This design comes from an exercise in tuning for a short achievable clock period and few clock cycles on the open sky130 flow, not from production work.
Function was checked by simulation only, so behaviour that the tests miss may differ from the original.
Power is estimated from default activity; no workload was simulated.

File: design.v
package cpuPkg;
    localparam int dataWidth    = 8;
    localparam int pcWidth      = 8;             
    localparam int memAddrWidth = 16;
    localparam int dataDepth    = 256;           
    localparam int ramAddrWidth = $clog2(dataDepth);
    localparam int vidAddrWidth = 12;            
    localparam logic [memAddrWidth-1:0] ramLast    = 16'h0FFF;    
    localparam logic [memAddrWidth-1:0] ioDirAddr  = 16'h1000;
    localparam logic [memAddrWidth-1:0] ioPortAddr = 16'h1001;
    localparam logic [memAddrWidth-1:0] ioPinsAddr = 16'h1002;
    localparam logic [memAddrWidth-1:0] vidBase    = 16'h2000;
    localparam logic [memAddrWidth-1:0] vidLast    = 16'h2960;
    localparam logic [3:0] opLdi  = 4'h0;
    localparam logic [3:0] opAdd  = 4'h1;
    localparam logic [3:0] opSub  = 4'h2;
    localparam logic [3:0] opAnd  = 4'h3;
    localparam logic [3:0] opOr   = 4'h4;
    localparam logic [3:0] opXor  = 4'h5;
    localparam logic [3:0] opAdc  = 4'h6;
    localparam logic [3:0] opLd   = 4'h7;
    localparam logic [3:0] opSt   = 4'h8;
    localparam logic [3:0] opIncp = 4'h9;
    localparam logic [3:0] opBz   = 4'hA;
    localparam logic [3:0] opJmp  = 4'hB;
    localparam logic [3:0] opHalt = 4'hC;        
    typedef struct packed {
        logic [3:0]           rd;
        logic [dataWidth-1:0] imm;
        logic [3:0]           op;
    } immFormat;
    typedef struct packed {
        logic [3:0] rd;
        logic [3:0] rs;
        logic [3:0] rt;
        logic [3:0] op;
    } regFormat;
    typedef union packed {
        immFormat immForm;
        regFormat regForm;
    } instrWord;
    typedef struct packed {
        logic carry;
        logic zero;
        logic negative;
    } flagsWord;
endpackage
`timescale 1ns/10ps
import cpuPkg::*;
module fetchStage (
    input  logic                       clk,
    input  logic                       rst,
    input  logic                       run,
    input  logic                       progWe,
    input  logic [cpuPkg::pcWidth-1:0] progAddr,
    input  logic [15:0]                progData,
    input  logic                       wbDone,
    input  logic                       halt,
    input  logic                       branchTaken,
    input  logic [cpuPkg::pcWidth-1:0] branchTarget,
    output cpuPkg::instrWord           instr,
    output logic                       fetchValid,
    output logic                       halted
);
    logic [15:0]        rom [2**pcWidth];
    logic [pcWidth-1:0] pc;                      
    logic [pcWidth-1:0] fetchAddr;
    logic               busy;                    
    logic               issue;
    always_ff @(posedge clk) begin
        if (progWe)
            rom[progAddr] <= progData;
    end
    assign fetchAddr = (wbDone && branchTaken) ? branchTarget : pc;
    assign issue = run && !halted && (!busy || (wbDone && !halt));
    always_ff @(posedge clk) begin
        if (issue)
            instr <= rom[fetchAddr];
    end
    always_ff @(posedge clk) begin
        if (rst) begin
            pc         <= '0;
            busy       <= 1'b0;
            fetchValid <= 1'b0;
            halted     <= 1'b0;
        end else begin
            fetchValid <= issue;
            if (issue) begin
                pc   <= fetchAddr + 1'b1;
                busy <= 1'b1;
            end else if (wbDone) begin
                pc   <= fetchAddr;               
                busy <= 1'b0;
            end
            halted <= halted | (wbDone & halt);  
        end
    end
endmodule
`timescale 1ns/10ps
import cpuPkg::*;
module regFile (
    input  logic                         clk,
    input  logic                         rst,
    input  logic [3:0]                   rs,
    input  logic [3:0]                   rt,
    input  logic [3:0]                   rd,
    input  logic [cpuPkg::dataWidth-1:0] wrData,
    input  logic                         we,
    input  logic                         incPair,
    output logic [cpuPkg::dataWidth-1:0] rsData,
    output logic [cpuPkg::dataWidth-1:0] rtData
);
    logic [dataWidth-1:0]   regs [16];
    logic [3:0]             evenSel;
    logic [3:0]             oddSel;
    logic [2*dataWidth-1:0] pairNext;
    assign rsData = regs[rs];
    assign rtData = regs[rt];
    assign evenSel  = {rs[3:1], 1'b0};
    assign oddSel   = {rs[3:1], 1'b1};
    assign pairNext = {regs[oddSel], regs[evenSel]} + 1'b1;
    always_ff @(posedge clk) begin
        if (rst) begin
            for (int i = 0; i < 16; i++)
                regs[i] <= '0;
        end else if (we) begin
            regs[rd] <= wrData;                  
        end else if (incPair) begin
            regs[evenSel] <= pairNext[dataWidth-1:0];
            regs[oddSel]  <= pairNext[2*dataWidth-1:dataWidth];
        end
    end
endmodule
`timescale 1ns/10ps
import cpuPkg::*;
module decodeStage (
    input  logic                         clk,
    input  logic                         rst,
    input  cpuPkg::instrWord             instr,
    input  logic                         fetchValid,
    input  logic                         wbDone,
    input  logic [cpuPkg::dataWidth-1:0] wbData,
    output logic                         decValid,
    output logic [3:0]                   op,
    output logic [cpuPkg::dataWidth-1:0] imm,
    output logic [cpuPkg::dataWidth-1:0] opA,
    output logic [cpuPkg::dataWidth-1:0] opB,
    output logic [cpuPkg::dataWidth-1:0] storeData,
    output logic                         halt
);
    logic [3:0]           rdQ;                   
    logic [3:0]           rsQ;                   
    logic [3:0]           rsSel;
    logic [3:0]           rtSel;
    logic [dataWidth-1:0] rsData;
    logic [dataWidth-1:0] rtData;
    logic                 writesReg;
    logic                 regWe;
    logic                 incPair;
    assign rsSel = fetchValid ? instr.regForm.rs : rsQ;
    assign rtSel = fetchValid ? instr.regForm.rt : rdQ;
    assign storeData = rtData;                   
    always_comb begin
        case (op)
            opLdi, opAdd, opSub, opAnd, opOr, opXor, opAdc, opLd: writesReg = 1'b1;
            default:                                              writesReg = 1'b0;
        endcase
    end
    assign regWe   = wbDone && writesReg;
    assign incPair = wbDone && (op == opIncp);
    assign halt    = (op == opHalt);
    regFile registers (
        .clk     (clk),
        .rst     (rst),
        .rs      (rsSel),
        .rt      (rtSel),
        .rd      (rdQ),
        .wrData  (wbData),
        .we      (regWe),
        .incPair (incPair),
        .rsData  (rsData),
        .rtData  (rtData)
    );
    always_ff @(posedge clk) begin
        if (rst) begin
            decValid <= 1'b0;
            op       <= '0;
        end else begin
            decValid <= fetchValid;
            if (fetchValid)
                op <= instr.regForm.op;
        end
    end
    always_ff @(posedge clk) begin
        if (fetchValid) begin
            imm <= instr.immForm.imm;
            rdQ <= instr.immForm.rd;
            rsQ <= instr.regForm.rs;
            opA <= rsData;
            opB <= rtData;
        end
    end
endmodule
`timescale 1ns/10ps
import cpuPkg::*;
module executeStage (
    input  logic                            clk,
    input  logic                            rst,
    input  logic                            decValid,
    input  logic [3:0]                      op,
    input  logic [cpuPkg::dataWidth-1:0]    imm,
    input  logic [cpuPkg::dataWidth-1:0]    opA,
    input  logic [cpuPkg::dataWidth-1:0]    opB,
    input  logic [cpuPkg::dataWidth-1:0]    storeData,
    output logic                            exValid,
    output logic [cpuPkg::dataWidth-1:0]    result,
    output logic [cpuPkg::memAddrWidth-1:0] memAddr,
    output logic                            memWe,
    output logic                            memRe,
    output logic [cpuPkg::dataWidth-1:0]    memData,
    output logic                            branchTaken,
    output logic [cpuPkg::pcWidth-1:0]      branchTarget
);
    cpuPkg::flagsWord           flags;
    logic [dataWidth:0] aluSum;                  
    logic               isAlu;
    always_comb begin
        aluSum = '0;
        isAlu  = 1'b1;
        case (op)
            opAdd:   aluSum = {1'b0, opA} + {1'b0, opB};
            opSub:   aluSum = {1'b0, opA} + {1'b0, ~opB} + 1'b1;   
            opAdc:   aluSum = {1'b0, opA} + {1'b0, opB} + flags.carry;
            opAnd:   aluSum = {1'b0, opA & opB};
            opOr:    aluSum = {1'b0, opA | opB};
            opXor:   aluSum = {1'b0, opA ^ opB};
            default: isAlu  = 1'b0;
        endcase
    end
    always_ff @(posedge clk) begin
        if (rst) begin
            exValid     <= 1'b0;
            memWe       <= 1'b0;
            memRe       <= 1'b0;
            branchTaken <= 1'b0;
            flags       <= '0;
        end else begin
            exValid <= decValid;
            memWe   <= decValid && (op == opSt);   
            memRe   <= decValid && (op == opLd);
            if (decValid)
                branchTaken <= (op == opJmp) || ((op == opBz) && flags.zero);
            if (decValid && isAlu) begin
                flags.carry    <= aluSum[dataWidth];
                flags.zero     <= (aluSum[dataWidth-1:0] == '0);
                flags.negative <= aluSum[dataWidth-1];
            end
        end
    end
    always_ff @(posedge clk) begin
        if (decValid) begin
            result       <= isAlu ? aluSum[dataWidth-1:0] : imm;   
            memAddr      <= {opB, opA};
            memData      <= storeData;
            branchTarget <= imm[pcWidth-1:0];
        end
    end
endmodule
`timescale 1ns/10ps
import cpuPkg::*;
module memoryStage (
    input  logic                            clk,
    input  logic                            rst,
    input  logic                            exValid,
    input  logic [cpuPkg::dataWidth-1:0]    result,
    input  logic [cpuPkg::memAddrWidth-1:0] memAddr,
    input  logic                            memWe,
    input  logic                            memRe,
    input  logic [cpuPkg::dataWidth-1:0]    memData,
    input  logic [cpuPkg::dataWidth-1:0]    ioPins,
    output logic                            wbDone,
    output logic [cpuPkg::dataWidth-1:0]    wbData,
    output logic [cpuPkg::dataWidth-1:0]    ioDir,
    output logic [cpuPkg::dataWidth-1:0]    ioPort,
    output logic                            vidWe,
    output logic [cpuPkg::vidAddrWidth-1:0] vidAddr,
    output logic [cpuPkg::dataWidth-1:0]    vidData
);
    logic [dataWidth-1:0]    ram [dataDepth];
    logic [dataWidth-1:0]    loadData;
    logic [memAddrWidth-1:0] vidOffset;
    logic                    inRam;
    logic                    inVid;
    assign inRam     = (memAddr <= ramLast);
    assign inVid     = (memAddr >= vidBase) && (memAddr <= vidLast);
    assign vidOffset = memAddr - vidBase;
    assign vidWe   = memWe && inVid;
    assign vidAddr = vidOffset[vidAddrWidth-1:0];
    assign vidData = memData;
    always_ff @(posedge clk) begin
        if (memWe && inRam)
            ram[memAddr[ramAddrWidth-1:0]] <= memData;   
    end
    always_comb begin
        loadData = '0;                           
        if (inRam)
            loadData = ram[memAddr[ramAddrWidth-1:0]];
        else if (memAddr == ioDirAddr)
            loadData = ioDir;
        else if (memAddr == ioPortAddr)
            loadData = ioPort;
        else if (memAddr == ioPinsAddr)
            loadData = ioPins;
    end
    always_ff @(posedge clk) begin
        if (rst) begin
            wbDone <= 1'b0;
            ioDir  <= '0;
            ioPort <= '0;
        end else begin
            wbDone <= exValid;
            if (memWe && (memAddr == ioDirAddr))
                ioDir <= memData;
            if (memWe && (memAddr == ioPortAddr))
                ioPort <= memData;
        end
    end
    always_ff @(posedge clk) begin
        if (exValid)
            wbData <= memRe ? loadData : result;
    end
endmodule
`timescale 1ns/10ps
import cpuPkg::*;
module cpuTop (
    input  logic                            clk,
    input  logic                            rst,
    input  logic                            run,
    input  logic                            progWe,
    input  logic [cpuPkg::pcWidth-1:0]      progAddr,
    input  logic [15:0]                     progData,
    input  logic [cpuPkg::dataWidth-1:0]    ioPins,
    output logic                            halted,
    output logic [cpuPkg::dataWidth-1:0]    ioDir,
    output logic [cpuPkg::dataWidth-1:0]    ioPort,
    output logic                            vidWe,
    output logic [cpuPkg::vidAddrWidth-1:0] vidAddr,
    output logic [cpuPkg::dataWidth-1:0]    vidData
);
    cpuPkg::instrWord                instr;
    logic                    fetchValid;
    logic                    decValid;
    logic                    exValid;
    logic                    wbDone;
    logic                    halt;
    logic [3:0]              op;
    logic [dataWidth-1:0]    imm;
    logic [dataWidth-1:0]    opA;
    logic [dataWidth-1:0]    opB;
    logic [dataWidth-1:0]    storeData;
    logic [dataWidth-1:0]    result;
    logic [memAddrWidth-1:0] memAddr;
    logic                    memWe;
    logic                    memRe;
    logic [dataWidth-1:0]    memData;
    logic                    branchTaken;
    logic [pcWidth-1:0]      branchTarget;
    logic [dataWidth-1:0]    wbData;
    fetchStage fetch (
        .clk(clk), .rst(rst), .run(run), .progWe(progWe), .progAddr(progAddr),
        .progData(progData), .wbDone(wbDone), .halt(halt), .branchTaken(branchTaken),
        .branchTarget(branchTarget), .instr(instr), .fetchValid(fetchValid), .halted(halted)
    );
    decodeStage decode (
        .clk(clk), .rst(rst), .instr(instr), .fetchValid(fetchValid), .wbDone(wbDone),
        .wbData(wbData), .decValid(decValid), .op(op), .imm(imm), .opA(opA), .opB(opB),
        .storeData(storeData), .halt(halt)
    );
    executeStage execute (
        .clk(clk), .rst(rst), .decValid(decValid), .op(op), .imm(imm), .opA(opA),
        .opB(opB), .storeData(storeData), .exValid(exValid), .result(result),
        .memAddr(memAddr), .memWe(memWe), .memRe(memRe), .memData(memData),
        .branchTaken(branchTaken), .branchTarget(branchTarget)
    );
    memoryStage memory (
        .clk(clk), .rst(rst), .exValid(exValid), .result(result), .memAddr(memAddr),
        .memWe(memWe), .memRe(memRe), .memData(memData), .ioPins(ioPins),
        .wbDone(wbDone), .wbData(wbData), .ioDir(ioDir), .ioPort(ioPort),
        .vidWe(vidWe), .vidAddr(vidAddr), .vidData(vidData)
    );
endmodule
File: run.sh
#!/bin/bash
# synth_recipe.tcl (not shown) runs the flow's synth.tcl, then flattens the netlist and writes it again
# the make line also repeats each setting of config.mk as NAME=value (left out here)
make -C /OpenROAD-flow-scripts/flow DESIGN_CONFIG=/design/flow/config.mk WORK_HOME=/design/flow/orfs CLKGATE_MAP_FILE= SYNTH_SCRIPT=/design/flow/synth_recipe.tcl finish
File: config.mk
export PLATFORM = sky130hd
export DESIGN_NAME = cpuTop
export DESIGN_NICKNAME = cpuTop
export VERILOG_FILES = /design/flow/design.v
export SDC_FILE = /design/flow/constraint.sdc
export NUM_CORES = 4
export LEC_CHECK = 0
export CAP_MARGIN = 20
export CORE_MARGIN = 2
export CORE_UTILIZATION = 40
export SLEW_MARGIN = 20
File: constraint.sdc
create_clock -name core_clock -period 10.0 [get_ports {clk}]
set_input_delay 2.0000 -clock core_clock [delete_from_list [all_inputs] [get_ports {clk}]]
set_output_delay 2.0000 -clock core_clock [all_outputs]
set_load 0.01 [all_outputs]
==> run notes <==
==> metal layers <==
layer	track usage	vias to the layer above	wire, µm
li1	-	58139	-
met1	0.318	73500	294000
met2	0.350	7428	340000
met3	0.0482	1303	75200
met4	0.0835	6	31900
met5	0	-	45
==> where the power goes <==
| part | internal (mW) | switching, mW |
|---|---|---|
| Combinational | 1.11 | 2.48 |
| Clock | 13.1 | 10.4 |
| Sequential | 29.6 | 0.120 |
==> kinds of logic after synthesis <==
family          Yosys count  share of synthesized area
flops                  6415                      0.761
simple gates           3629                     0.0606
compound gates         1885                     0.0501
mux                    1459                      0.108
buf+inv                 976                     0.0173
xor+xnor                 32                    0.00129
fa+ha+maj                30                    0.00155
==> worst max-delay path by stage <==
stage | from | end | slack (ns) | cells past startpoint
final | memory.wbDone | fetch.instr[13] | 3.36 | 12
after global placement | memory.wbDone | fetch.instr[13] | 3.67 | 11
after detailed placement | memory.wbDone | fetch.instr[13] | 3.67 | 11
after CTS | memory.wbDone | fetch.instr[13] | 3.67 | 11
after floorplan | execute.memData[0] | vidData[0] | 4.68 | 0
after global routing | memory.wbDone | fetch.instr[13] | 3.33 | 11
==> sequential cells by signal, summed over array words and instances (netlist names), 2 cells and up, named ones only <==
name	flops
fetch.rom	4096
fetch.pc	8
memory.ioDir	8
decode.rsQ	4
decode.imm	8
decode.op	4
decode.opA	8
execute.flags	2
decode.registers.regs	128
execute.branchTarget	8
decode.opB	8
execute.memData	8
fetch.instr	16
memory.wbData	8
execute.memAddr	16
execute.result	8
memory.ram	2048
memory.ioPort	8
decode.rdQ	4
==> through the flow <==
stage | hold WS (ns) | area (µm²) | worst slack, ns | cells
5_1_grt | 0.554 | 285000 | 3.33 | 23631
3_3_place_gp | 0.489 | 264000 | 3.67 | 22429
6_report | 0.503 | 285000 | 3.36 | 23644
4_1_cts | 0.504 | 285000 | 3.67 | 23624
2_1_floorplan | 0.400 | 252000 | 4.68 | 14426
3_5_place_dp | 0.495 | 264000 | 3.67 | 22433
==> area by class of cell <==
| type | count | area [µm²] | area share |
|---|---|---|---|
| multi-input combinational | 7035 | 56600 | 0.199 |
| antenna | 19 | 47.5 | 0.000167 |
| timing repair buffer | 597 | 5210 | 0.0183 |
| clock inverter | 338 | 3010 | 0.0105 |
| clock buffer | 853 | 17300 | 0.0609 |
| inverter | 37 | 165 | 0.000580 |
| tap | 8350 | 10400 | 0.0367 |
| sequential | 6415 | 192000 | 0.674 |
==> worst min-delay path, delay by kind of cell, from the launching register on <==
kind,cells,cell delay [ns]
AO/OA/AOI/OAI,1,0.07
flip-flops,1,0.32
buffers and inverters,1,0.05
==> layout by cell type, fill, tap and decap left out, types with 17 or more instances in the layout <==
master / instances
nor2b_1: 32
nor3_1: 45
nor4_1: 21
inv_6: 17
clkinv_2: 93
mux2i_1: 437
ha_1: 28
o21ai_0: 115
buf_8: 17
nand2_2: 27
buf_12: 37
or3_1: 26
nand4_1: 71
mux4_2: 1003
clkbuf_16: 663
a211oi_1: 55
nor2_1: 592
a31oi_1: 252
a22oi_1: 290
clkinv_1: 149
nor2_4: 29
nor2_2: 36
buf_4: 484
a21oi_1: 548
dfxtp_1: 44
and3_1: 80
a32oi_1: 118
edfxtp_1: 6364
diode_2: 19
nand2_1: 2020
o22ai_1: 88
clkbuf_1: 186
clkdlybuf4s50_1: 56
nand3_1: 544
a311oi_1: 33
a221oi_1: 106
inv_1: 31
nand2b_1: 23
a22o_1: 139
bufinv_16: 33
==> impl_metrics.yaml <==
global_route:
  grtUsageTotal: 0.226
  grt_max_degree: 164
  grt_pass1_vias: 134529
  grt_pass1_wl_um: 1040000
  grt.overflow.total: 0
  antenna_found_initial: 39
finish:
  fin_nets: 14808
  fillers: 53154
  area_growth_pct: 12.9
  final_layout_size_suffix_gt1_frac: 0.170
  fin_util: 0.454
logic_synthesis:
  post-synth-top-count-cell: "edfxtp_1"
  synthTopCellsByCount: "edfxtp_1 (6364), nand2_1 (2049), mux4_2 (1003), nor2_1 (654), a21oi_1 (552)"
  yosysWarnings: 5
  yosysSeqAreaShare: 0.761
  synthCells: 14426
  synth_area_per_cell_um2: 17.5
  synth_edf_count: 6364
  yosys-top-cells-area: "edfxtp_1 (76%), mux4_2 (9.0%), nand2_1 (3.0%), mux2i_1 (1.8%), a21oi_1 (1.1%)"
  async_flop_share: 0
  ys.flop_type: "edfxtp_1"
  ys_seq_elements: 6415
  synth.distinct_cells: 89
  synth_nets: 14492
  yosysTopAreaCell: "edfxtp_1"
  synth_top_area_frac: 0.757
  netlist_area_mm2: 0.252
sta:
  rsz0062_at_grt: "false"
  finalSetupViolations: 0
  drv_slew: 0
  max_freq_ghz: 0.151
  worstMarginPinSlew_ns: 1.25
  finalHoldViolations: 0
  skew_ns: 0.107
  period_share: 0.664
  relSlewSlack: 0.167
  min_period_ns: 6.64
  fin_setup_tns_ns: 0
clocking:
  cts.reportedPaths.clkPinSlew_ns: 0.06
  cts_resized: 0
  cts-buffers-inserted: 656
  cts_sinks: 6415
  cts_max_level: 6
  cts_setup_buffers: 0
  cts_tree: "built"
  hold_buffers: 0
  clkLatencyLatePin_ns: 1.15
  clockBufferDepth: 4
  cts-root-buf: "clkbuf_16"
drt:
  drt_pre_antenna_iters: 8
  viasPerCell: 5.94
  vias: 140376
  drc: 0
  wl_per_cell_um: 31.3
  drtIter0Drc: 20017
  routed_wl_um: 741000
  postRouteAntennaNets: 0
critical_path:
  slowest_delay_ns: 0.94
  crit_family: "compound AO/OA/AOI/OAI gates"
  end_kind: "flop"
  r2r_slack_ns: 3.36
  r2r-end: "fetch.instr[13]"
  arrival_ns: 7.40
  path_class: "flop to flop"
  crit_path_max_fanout: 71
  path_cells: "a21boi_0 > nor2_4 > buf_12 > inv_8 > buf_4 > nor3_2 > buf_4 > a22o_1 > a211oi_1 > o2111ai_1 > o221ai_1 > o21ai_0"
  r2r_cells: 12
  crit_required_ns: 10.76
  rr_startpoint: "memory.wbDone"
  start_kind: "flop"
  critPathMostFrequentCell: "buf_4"
  cpMaxStageDelayCell: "o221ai_1"
  path_buf_inv: 4
place:
  hpwl_um: 442000
  numPortBuffers: 73
  gp_congestion: 0.898
die:
  rows: 291
  coreArea_mm2: 0.628
  dieArea_mm2: 0.637
  boundaryPins: 74
  die_x_um: 798
  start_util: 0.402
  die_h_um: 798
pwr:
  ir_worst_vdd_mv: 0.217
  power.total_mw: 56.9
  power.density_mw_per_mm2: 200
  p_leak_nw: 89.0
flow_run:
  drv_cap: 0
worst_hold_path:
  hp-start: "execute.flags[1]"
  worstHoldPathCells: 2
  hold_end: "execute.flags[1]"
  hp-class: "flop to flop"
outcome:
  status: "complete, no violations"
Testbench counts, summed over its fixed seeds: cycles 357,627.

[separate check: timing with driven ports]
The flow's constraints put no driver on any port. The routed layout listed below was extracted and timed again, unchanged, in two steps. Step 1 assumes that a clkbuf_16 drives the clock port and a buf_2 every other input. Step 2 moves the port delays by t, midway between the first and last clock arrival at a register: inputs arrive t later, outputs are due t later. That takes back most of the time a late clock gives input paths. Slacks: no drivers / after step 1 / after step 2; pairs: no drivers / after step 1.
t, ns: 1.237
setup slack, ns: 3.359 / 3.359 / 3.359
hold slack, ns: 0.503 / 0.503 / 0.503
worst register clock-pin slew, ns: 0.07 / 0.07
After both steps this run still meets setup and hold. The setup slack of this run moves by 0.000 ns with the drivers and by 0.000 ns with both steps.
